This is an optimization exercise on Yosys and OpenROAD, whose aim is small area and a short achievable clock period, not a production implementation. RTL that was checked went through simulation tests only; none was proved equivalent to the original. No activity file was given, so power comes from the tool's default toggle rates.

## rev 12
// loadStoreUnit
module loadStoreUnit #(
    parameter int unsigned TimerStep = 1
) (
    input  logic clk,
    input  logic arstN,
    input  logic reqValid,
    input  logic reqWrite,
    input  rvMemPkg::widthCode reqWidth,
    input  logic [rvMemPkg::xlen-1:0] reqAddr,
    input  logic [rvMemPkg::xlen-1:0] reqWdata,
    input  logic [rvMemPkg::xlen-1:0] rdataMem,
    input  logic memStall,
    output logic busy,
    output logic done,
    output logic [rvMemPkg::xlen-1:0] rdData,
    output logic [rvMemPkg::xlen-1:0] address,
    output logic weMem,
    output logic reMem,
    output logic [rvMemPkg::xlen-1:0] wdataMem,
    output logic [rvMemPkg::maskWidth-1:0] wmaskMem,
    output logic timerIrq
);
Size: ~2000 cells after synthesis, ~410 I/O pins, roughly 23000 um^2 of cells after synthesis.
export LEC_CHECK = 0
export CAP_MARGIN = 20
export CORE_MARGIN = 2
export CORE_UTILIZATION = 55
export CTS_BUF_LIST = sky130_fd_sc_hd__clkbuf_8
export SETUP_SLACK_MARGIN = 1.8
export SLEW_MARGIN = 20
export SYNTH_HIERARCHICAL = 1
create_clock -name core_clock -period 4.1 [get_ports {clk}]
standard.sh (not shown) runs the stock make flow with config.mk's settings and CLKGATE_MAP_FILE= SYNTH_SCRIPT=/design/flow/synth_recipe.tcl, a recipe that flattens the netlist after the stock synthesis.
==> flow/flow/run.sh <==
#!/bin/bash
# The standard layout, with plain buffers on the ports instead of the
# delay cells buffer_ports picks by default. Every port still gets a buffer.
set -euo pipefail
export BUFFER_PORTS_ARGS="-buffer_cell sky130_fd_sc_hd__buf_1"
bash standard.sh > standard.log 2>&1
What rev 13 does differently from rev 12 at the input level:
-- flow/design.v --
<<< rev 12, line 54
    output logic writeMtimecmp,
    output logic acceptMtimecmpWrite,
    output logic [3:0] loadMtimecmp          
);
    logic accept;
>>> rev 13, line 54
    output logic writeMtimecmp,
    output logic acceptMtimecmpWrite,
    output logic [3:0] notLoadMtimecmp       
);
    logic accept;
<<< rev 12, line 82
    assign notAcceptWrite = !(reqValid && !busy && reqWrite);
    for (genvar j = 0; j < 4; j++) begin : gLoadCmp
        gateNor #(.N(5)) uLoad (
            .a({notShared, notMtimecmpLow, notAcceptWrite}),
            .y(loadMtimecmp[j])
        );
    end
>>> rev 13, line 82
    assign notAcceptWrite = !(reqValid && !busy && reqWrite);
    for (genvar j = 0; j < 4; j++) begin : gLoadCmp
        localparam int r = j % 3;
        cmpLoadGate uLoad (
            .notShared({notShared[(r+2)%3], notShared[(r+1)%3], notShared[r]}),
            .notLow(j < 2 ? notMtimecmpLow : notAcceptWrite),
            .notAccept(j < 2 ? notAcceptWrite : notMtimecmpLow),
            .notLoad(notLoadMtimecmp[j])
        );
    end
<<< rev 12, line 177
    gateNor #(.N(4)) uMtimecmpHit (.a({notShared, notMtimecmpLow}), .y(hitMtimecmp));
endmodule
module nibbleMatch #(
    parameter logic [3:0] K = 4'h0
>>> rev 13, line 180
    gateNor #(.N(4)) uMtimecmpHit (.a({notShared, notMtimecmpLow}), .y(hitMtimecmp));
endmodule
module cmpLoadGate (
    input  logic [2:0] notShared,
    input  logic notLow,
    input  logic notAccept,
    output logic notLoad
);
    logic sharedHigh;
    logic rest;
    gateNor #(.N(2)) uA (.a(notShared[1:0]), .y(sharedHigh));
    gateNor #(.N(3)) uB (.a({notShared[2], notLow, notAccept}), .y(rest));
    gateNand #(.N(2)) uY (.a({sharedHigh, rest}), .y(notLoad));
endmodule
module nibbleMatch #(
    parameter logic [3:0] K = 4'h0
<<< rev 12, line 218
    logic isWord;
    logic isDouble;
    assign isByte = (size == 2'd0);
    assign isHalf = (size == 2'd1);
    assign isWord = (size == 2'd2);
    assign isDouble = (size == 2'd3);
    always_comb begin
        for (int k = 0; k < 8; k++) begin
            mask[k] = isDouble ||
                      ((k[2] == offset[2]) &&
                       (size[1] ||
                        ((k[1] == offset[1]) &&
                         (size[0] || (k[0] == offset[0])))));
        end
    end
>>> rev 13, line 233
    logic isWord;
    logic isDouble;
    sizeDecode uSize (
        .size(size),
        .isByte(isByte),
        .isHalf(isHalf),
        .isWord(isWord),
        .isDouble(isDouble)
    );
    always_comb begin
        for (int k = 0; k < 8; k++) begin
            mask[k] = isDouble ||
                      ((k[2] == offset[2]) &&
                       (isWord ||
                        ((k[1] == offset[1]) &&
                         (isHalf || (k[0] == offset[0])))));
        end
    end
<<< rev 12, line 242
        end
    end
endmodule
module storeLanes (
>>> rev 13, line 260
        end
    end
endmodule
module sizeDecode (
    input  logic [1:0] size,
    output logic isByte,
    output logic isHalf,
    output logic isWord,
    output logic isDouble
);
    assign isByte = (size == 2'd0);
    assign isHalf = (size == 2'd1);
    assign isWord = (size == 2'd2);
    assign isDouble = (size == 2'd3);
endmodule
module storeLanes (
<<< rev 12, line 352
    input  logic busy,
    input  logic reqAddrBit3,                
    input  logic [3:0] loadMtimecmp,         
    input  logic writeMtime,                 
    input  logic writeMtimecmp,              
>>> rev 13, line 382
    input  logic busy,
    input  logic reqAddrBit3,                
    input  logic [3:0] notLoadMtimecmp,      
    input  logic writeMtime,                 
    input  logic writeMtimecmp,              
<<< rev 12, line 386
                       ((TimerStep == 1) ? mtimeInc : mtime + xlen'(TimerStep));
    for (genvar j = 0; j < 4; j++) begin : gCmpNext
        assign mtimecmpNext[16*j +: 16] = loadMtimecmp[j] ? reqWdata[16*j +: 16] : mtimecmp[16*j +: 16];
    end
    assign other = reqAddrBit3 ? mtimecmp : mtime;
>>> rev 13, line 416
                       ((TimerStep == 1) ? mtimeInc : mtime + xlen'(TimerStep));
    for (genvar j = 0; j < 4; j++) begin : gCmpNext
        assign mtimecmpNext[16*j +: 16] = notLoadMtimecmp[j] ? mtimecmp[16*j +: 16] : reqWdata[16*j +: 16];
    end
    assign other = reqAddrBit3 ? mtimecmp : mtime;
<<< rev 12, line 744
    logic writeMtimecmp;
    logic acceptMtimecmpWrite;
    logic [3:0] loadMtimecmp;
    logic [rvMemPkg::xlen-1:0] mtime;
    logic [rvMemPkg::xlen-1:0] mtimecmp;
>>> rev 13, line 774
    logic writeMtimecmp;
    logic acceptMtimecmpWrite;
    logic [3:0] notLoadMtimecmp;
    logic [rvMemPkg::xlen-1:0] mtime;
    logic [rvMemPkg::xlen-1:0] mtimecmp;
<<< rev 12, line 773
        .writeMtimecmp(writeMtimecmp),
        .acceptMtimecmpWrite(acceptMtimecmpWrite),
        .loadMtimecmp(loadMtimecmp)
    );
    loadAligner uLoadAligner (
>>> rev 13, line 803
        .writeMtimecmp(writeMtimecmp),
        .acceptMtimecmpWrite(acceptMtimecmpWrite),
        .notLoadMtimecmp(notLoadMtimecmp)
    );
    loadAligner uLoadAligner (
<<< rev 12, line 797
        .busy(busy),
        .reqAddrBit3(reqAddr[3]),
        .loadMtimecmp(loadMtimecmp),
        .writeMtime(writeMtime),
        .writeMtimecmp(writeMtimecmp),
>>> rev 13, line 827
        .busy(busy),
        .reqAddrBit3(reqAddr[3]),
        .notLoadMtimecmp(notLoadMtimecmp),
        .writeMtime(writeMtime),
        .writeMtimecmp(writeMtimecmp),
==> comparison <==
- Lower worst hold slack goes to rev 13 over rev 12.
- There was hardly any difference in reported combinational group power between rev 13 and rev 12.
- ~same die width in rev 12 and rev 13
- Growth of design area from synthesis to finish: higher on rev 12
- Between rev 13 and rev 12, the cell count figures differ only marginally.
- Pin count of the biggest net entering global routing ended up about 19% higher on rev 13 than on rev 12.
- Comparing rev 13 with rev 12, the post-CTS clock slew at the launch and capture registers of the worst setup and hold paths came out essentially unchanged.
- Compared with rev 12, in rev 13 global router's overall resource usage now smaller, synthesized cell count comparable, height of the chip comparable.
- Min total stage count of the critical path across rev 12 and rev 13: rev 12
For rev 12, only the layout was checked, not whether the RTL still works.


Setup of the previous run:
loadStoreUnit, a different RTL version from the one above (not shown whole).
Size: roughly 2000 cells after synthesis, roughly 370 flip-flops, about 410 I/O pins, about 0.023 mm² of cells after synthesis.
==> module loadAligner, before the edit <==
module loadAligner (
    input  logic clk,
    input  logic arstN,
    input  logic [2:0] base,                 
    input  logic [1:0] size,
    input  logic [7:0] extSel,               
    input  logic captureLoad,
    input  logic timerRead,
    input  logic [rvMemPkg::xlen-1:0] rdataMem,
    input  logic [rvMemPkg::xlen-1:0] timerValue,    
    output logic [rvMemPkg::xlen-1:0] rdData
);
    logic [7:0][7:0] memBytes;
    logic [7:0][7:0] timerBytes;
    logic [7:0][7:0] lane;
    logic atLeastHalf;
    logic atLeastWord;
    logic isDouble;
    logic [7:0] memTops;
    logic [7:0] timerTops;
    logic memExt;
    logic timerExt;
    logic ext;
    logic [7:0][7:0] res;
    assign memBytes = rdataMem;
    assign timerBytes = timerValue;
    assign atLeastHalf = (size != 2'd0);
    assign atLeastWord = size[1];
    assign isDouble = (size == 2'd3);
    for (genvar k = 0; k < 8; k++) begin : gTops
        assign memTops[k] = rdataMem[8*k+7];
        assign timerTops[k] = timerValue[8*k+7];
    end
    assign memExt = |(extSel & memTops);
    assign timerExt = |(extSel & timerTops);
    assign ext = timerRead ? timerExt : memExt;
    assign lane[0] = timerRead ? timerBytes[0] : memBytes[base];
    assign lane[1] = timerRead ? timerBytes[1] : memBytes[{base[2:1], 1'b1}];
    assign lane[2] = timerRead ? timerBytes[2] : memBytes[{base[2], 2'b10}];
    assign lane[3] = timerRead ? timerBytes[3] : memBytes[{base[2], 2'b11}];
    for (genvar k = 4; k < 8; k++) begin : gHigh
        assign lane[k] = timerRead ? timerBytes[k] : memBytes[k];
    end
    assign res[0] = lane[0];
    assign res[1] = atLeastHalf ? lane[1] : {8{ext}};
    assign res[2] = atLeastWord ? lane[2] : {8{ext}};
    assign res[3] = atLeastWord ? lane[3] : {8{ext}};
    assign res[4] = isDouble ? lane[4] : {8{ext}};
    assign res[5] = isDouble ? lane[5] : {8{ext}};
    assign res[6] = isDouble ? lane[6] : {8{ext}};
    assign res[7] = isDouble ? lane[7] : {8{ext}};
    always_ff @(posedge clk or negedge arstN) begin
        if (!arstN) begin
            rdData <= '0;
        end else if (captureLoad) begin
            rdData <= res;
        end
    end
endmodule
==> module mmioTimer, before the edit <==
module mmioTimer #(
    parameter int unsigned TimerStep = 1
) (
    input  logic clk,
    input  logic arstN,
    input  logic [rvMemPkg::xlen-1:0] reqWdata,
    input  logic busy,
    input  logic reqAddrBit3,                
    input  logic timerReadCmp,               
    input  logic acceptMtimecmpWrite,
    input  logic writeMtime,                 
    input  logic writeMtimecmp,              
    input  logic [rvMemPkg::xlen-1:0] heldWdata,
    output logic [rvMemPkg::xlen-1:0] mtime,
    output logic [rvMemPkg::xlen-1:0] mtimecmp,
    output logic [rvMemPkg::xlen-1:0] timerValue,
    output logic timerIrq
);
    localparam int xlen = rvMemPkg::xlen;
    logic [xlen-1:0] mtimeInc;
    logic mtimeAllOnes;
    logic [xlen-1:0] mtimeNext;
    logic [xlen-1:0] mtimecmpNext;
    logic [xlen-1:0] other;
    logic [7:0] halfNotGt;
    logic [7:0] halfNotLt;
    logic [7:0] heldNotGt;
    logic [7:0] heldNotLt;
    logic dataGt;
    logic dataLt;
    logic mtimeWasAllOnes;
    logic notIncEqCmp;
    logic notEqCmp;
    logic irqNext;
    timerIncrement uIncrement (
        .value(mtime),
        .inc(mtimeInc),
        .allOnes(mtimeAllOnes)
    );
    assign mtimeNext = writeMtime ? heldWdata :
                       ((TimerStep == 1) ? mtimeInc : mtime + xlen'(TimerStep));
    assign mtimecmpNext = acceptMtimecmpWrite ? reqWdata : mtimecmp;
    assign other = reqAddrBit3 ? mtimecmp : mtime;
    assign timerValue = timerReadCmp ? mtimecmp : mtime;
    compareFront uFront (
        .a(reqWdata),
        .b(other),
        .notGt(halfNotGt),
        .notLt(halfNotLt)
    );
    always_ff @(posedge clk) begin
        heldNotGt <= halfNotGt;
        heldNotLt <= halfNotLt;
        mtimeWasAllOnes <= mtimeAllOnes;
    end
    compareBack uBack (
        .notGtIn(heldNotGt),
        .notLtIn(heldNotLt),
        .gt(dataGt),
        .lt(dataLt)
    );
    incEqual uIncEqual (
        .value(mtime),
        .target(mtimecmp),
        .notIncEq(notIncEqCmp),
        .notEq(notEqCmp)
    );
    always_comb begin
        if (TimerStep != 1) begin
            irqNext = (mtimeNext >= mtimecmp);
        end else if (writeMtime) begin
            irqNext = !dataLt;
        end else if (writeMtimecmp) begin
            irqNext = !notIncEqCmp ||
                      (!mtimeAllOnes && (!notEqCmp || (!mtimeWasAllOnes && !dataGt)));
        end else begin
            irqNext = !notIncEqCmp || (!mtimeAllOnes && timerIrq);
        end
    end
    always_ff @(posedge clk or negedge arstN) begin
        if (!arstN) begin
            mtime <= '0;
            mtimecmp <= platformPkg::mtimecmpReset;
            timerIrq <= 1'b0;
        end else begin
            mtime <= mtimeNext;
            mtimecmp <= mtimecmpNext;
            timerIrq <= irqNext;
        end
    end
endmodule
Settings: LEC_CHECK=0, CAP_MARGIN=20, CORE_MARGIN=2, CORE_UTILIZATION=40, SETUP_SLACK_MARGIN=1.9, SLEW_MARGIN=20, SYNTH_HIERARCHICAL=1; clock period 4.1 ns.
Scripts as last shown in full above: flow/flow/run.sh
Relative to the previous run, the following input files were edited for the current run:
-- flow/design.v --
<<< the previous run, line 229
    output logic [rvMemPkg::xlen-1:0] rdData
);
    logic [7:0][7:0] memBytes;
    logic [7:0][7:0] timerBytes;
    logic [7:0][7:0] lane;
    logic atLeastHalf;
    logic atLeastWord;
>>> the current run, line 229
    output logic [rvMemPkg::xlen-1:0] rdData
);
    logic [7:0][7:0] src;
    logic atLeastHalf;
    logic atLeastWord;
<<< the previous run, line 241
    logic ext;
    logic [7:0][7:0] res;
    assign memBytes = rdataMem;
    assign timerBytes = timerValue;
    assign atLeastHalf = (size != 2'd0);
    assign atLeastWord = size[1];
>>> the current run, line 239
    logic ext;
    logic [7:0][7:0] res;
    assign src = timerRead ? timerValue : rdataMem;
    assign atLeastHalf = (size != 2'd0);
    assign atLeastWord = size[1];
<<< the previous run, line 253
    assign timerExt = |(extSel & timerTops);
    assign ext = timerRead ? timerExt : memExt;
    assign lane[0] = timerRead ? timerBytes[0] : memBytes[base];
    assign lane[1] = timerRead ? timerBytes[1] : memBytes[{base[2:1], 1'b1}];
    assign lane[2] = timerRead ? timerBytes[2] : memBytes[{base[2], 2'b10}];
    assign lane[3] = timerRead ? timerBytes[3] : memBytes[{base[2], 2'b11}];
    for (genvar k = 4; k < 8; k++) begin : gHigh
        assign lane[k] = timerRead ? timerBytes[k] : memBytes[k];
    end
    assign res[0] = lane[0];
    assign res[1] = atLeastHalf ? lane[1] : {8{ext}};
    assign res[2] = atLeastWord ? lane[2] : {8{ext}};
    assign res[3] = atLeastWord ? lane[3] : {8{ext}};
    assign res[4] = isDouble ? lane[4] : {8{ext}};
    assign res[5] = isDouble ? lane[5] : {8{ext}};
    assign res[6] = isDouble ? lane[6] : {8{ext}};
    assign res[7] = isDouble ? lane[7] : {8{ext}};
    always_ff @(posedge clk or negedge arstN) begin
        if (!arstN) begin
>>> the current run, line 250
    assign timerExt = |(extSel & timerTops);
    assign ext = timerRead ? timerExt : memExt;
    assign res[0] = src[base];
    assign res[1] = atLeastHalf ? src[{base[2:1], 1'b1}] : {8{ext}};
    assign res[2] = atLeastWord ? src[{base[2], 2'b10}] : {8{ext}};
    assign res[3] = atLeastWord ? src[{base[2], 2'b11}] : {8{ext}};
    assign res[4] = isDouble ? src[4] : {8{ext}};
    assign res[5] = isDouble ? src[5] : {8{ext}};
    assign res[6] = isDouble ? src[6] : {8{ext}};
    assign res[7] = isDouble ? src[7] : {8{ext}};
    always_ff @(posedge clk or negedge arstN) begin
        if (!arstN) begin
<<< the previous run, line 321
                       ((TimerStep == 1) ? mtimeInc : mtime + xlen'(TimerStep));
    assign mtimecmpNext = acceptMtimecmpWrite ? reqWdata : mtimecmp;
    assign other = reqAddrBit3 ? mtimecmp : mtime;
    assign timerValue = timerReadCmp ? mtimecmp : mtime;
    compareFront uFront (
        .a(reqWdata),
>>> the current run, line 311
                       ((TimerStep == 1) ? mtimeInc : mtime + xlen'(TimerStep));
    assign mtimecmpNext = acceptMtimecmpWrite ? reqWdata : mtimecmp;
    assign other = (busy ? timerReadCmp : reqAddrBit3) ? mtimecmp : mtime;
    assign timerValue = other;
    compareFront uFront (
        .a(reqWdata),
Notes after the runs:
- The previous run ended up with primary input to register as its class of the most critical setup path; the current run ended up with register to register.
- Comparing the two runs side by side, the current run comes out ahead of the previous run on global-route wire length before repair.
- Of the previous run and the current run, the run reporting the higher worst setup timing slack at the placement stage was the previous run.
- Sort the previous run and the current run by chip height, descending, and the previous run comes first.
- Min gate count of the mapped netlist across the previous run and the current run: the current run
- On final critical delay including setup and external delays, the higher figure sits with the current run, not the previous run.
- The current run ends up with lower worst hold slack than the previous run does.
- From the previous run to the current run the numbers moved as follows: met2 demand-to-capacity share in global routing climbed 1.2 points, routing usage on met1 climbed 0.51 points.
- Relative to the previous run, the share of the cycle needed by the critical path after routing of the current run is higher by 7.3 points.
- Relative to the previous run, clock power share decreased by 2.5 points in the current run.
- Compared with the previous run, in the current run final clock skew held steady; CTS buffer count shrank by 2.2%.
- Of the two values seen for startpoint of the most critical setup path, uAccessControl.busy$_DFF_PN0_ was produced by the current run and reqAddr[16] by the previous run.
No functional check of the RTL was part of any run of this note.

[what the ideal ports hide]
In the flow no input, the clock included, has a driving cell. The finished layouts below were timed again as built, in two steps.
Step 1: set_driving_cell puts a clkbuf_16 on clk and a buf_2 on each other input, an assumption about the parent block.
Step 2 also shifts input and output timing later by t, the mid clock arrival at the registers, as if the neighbouring blocks saw the same clock.
Slacks: no drivers / after step 1 / after step 2; pairs: no drivers / after step 1.
run | t (ns) | setup slack, ns | latest minus earliest clock arrival (ns) | worst register clock-pin slew, ns
rev 12 | 0.689 | 1.777 / 1.810 / 1.121 | 0.050 / 0.050 | 0.07 / 0.07
rev 13 | 0.686 | 1.840 / 1.840 / 1.281 | 0.041 / 0.041 | 0.07 / 0.07
the previous run | 0.645 | 1.784 / 1.800 / 1.155 | 0.018 / 0.019 | 0.07 / 0.07
the current run | 0.643 | 1.485 / 1.485 / 0.958 | 0.021 / 0.021 | 0.06 / 0.06
After both steps setup and hold are still met in every run listed. For rev 12, which loses most, drivers alone change the setup slack by +0.033 ns; drivers and shift together by -0.656 ns.
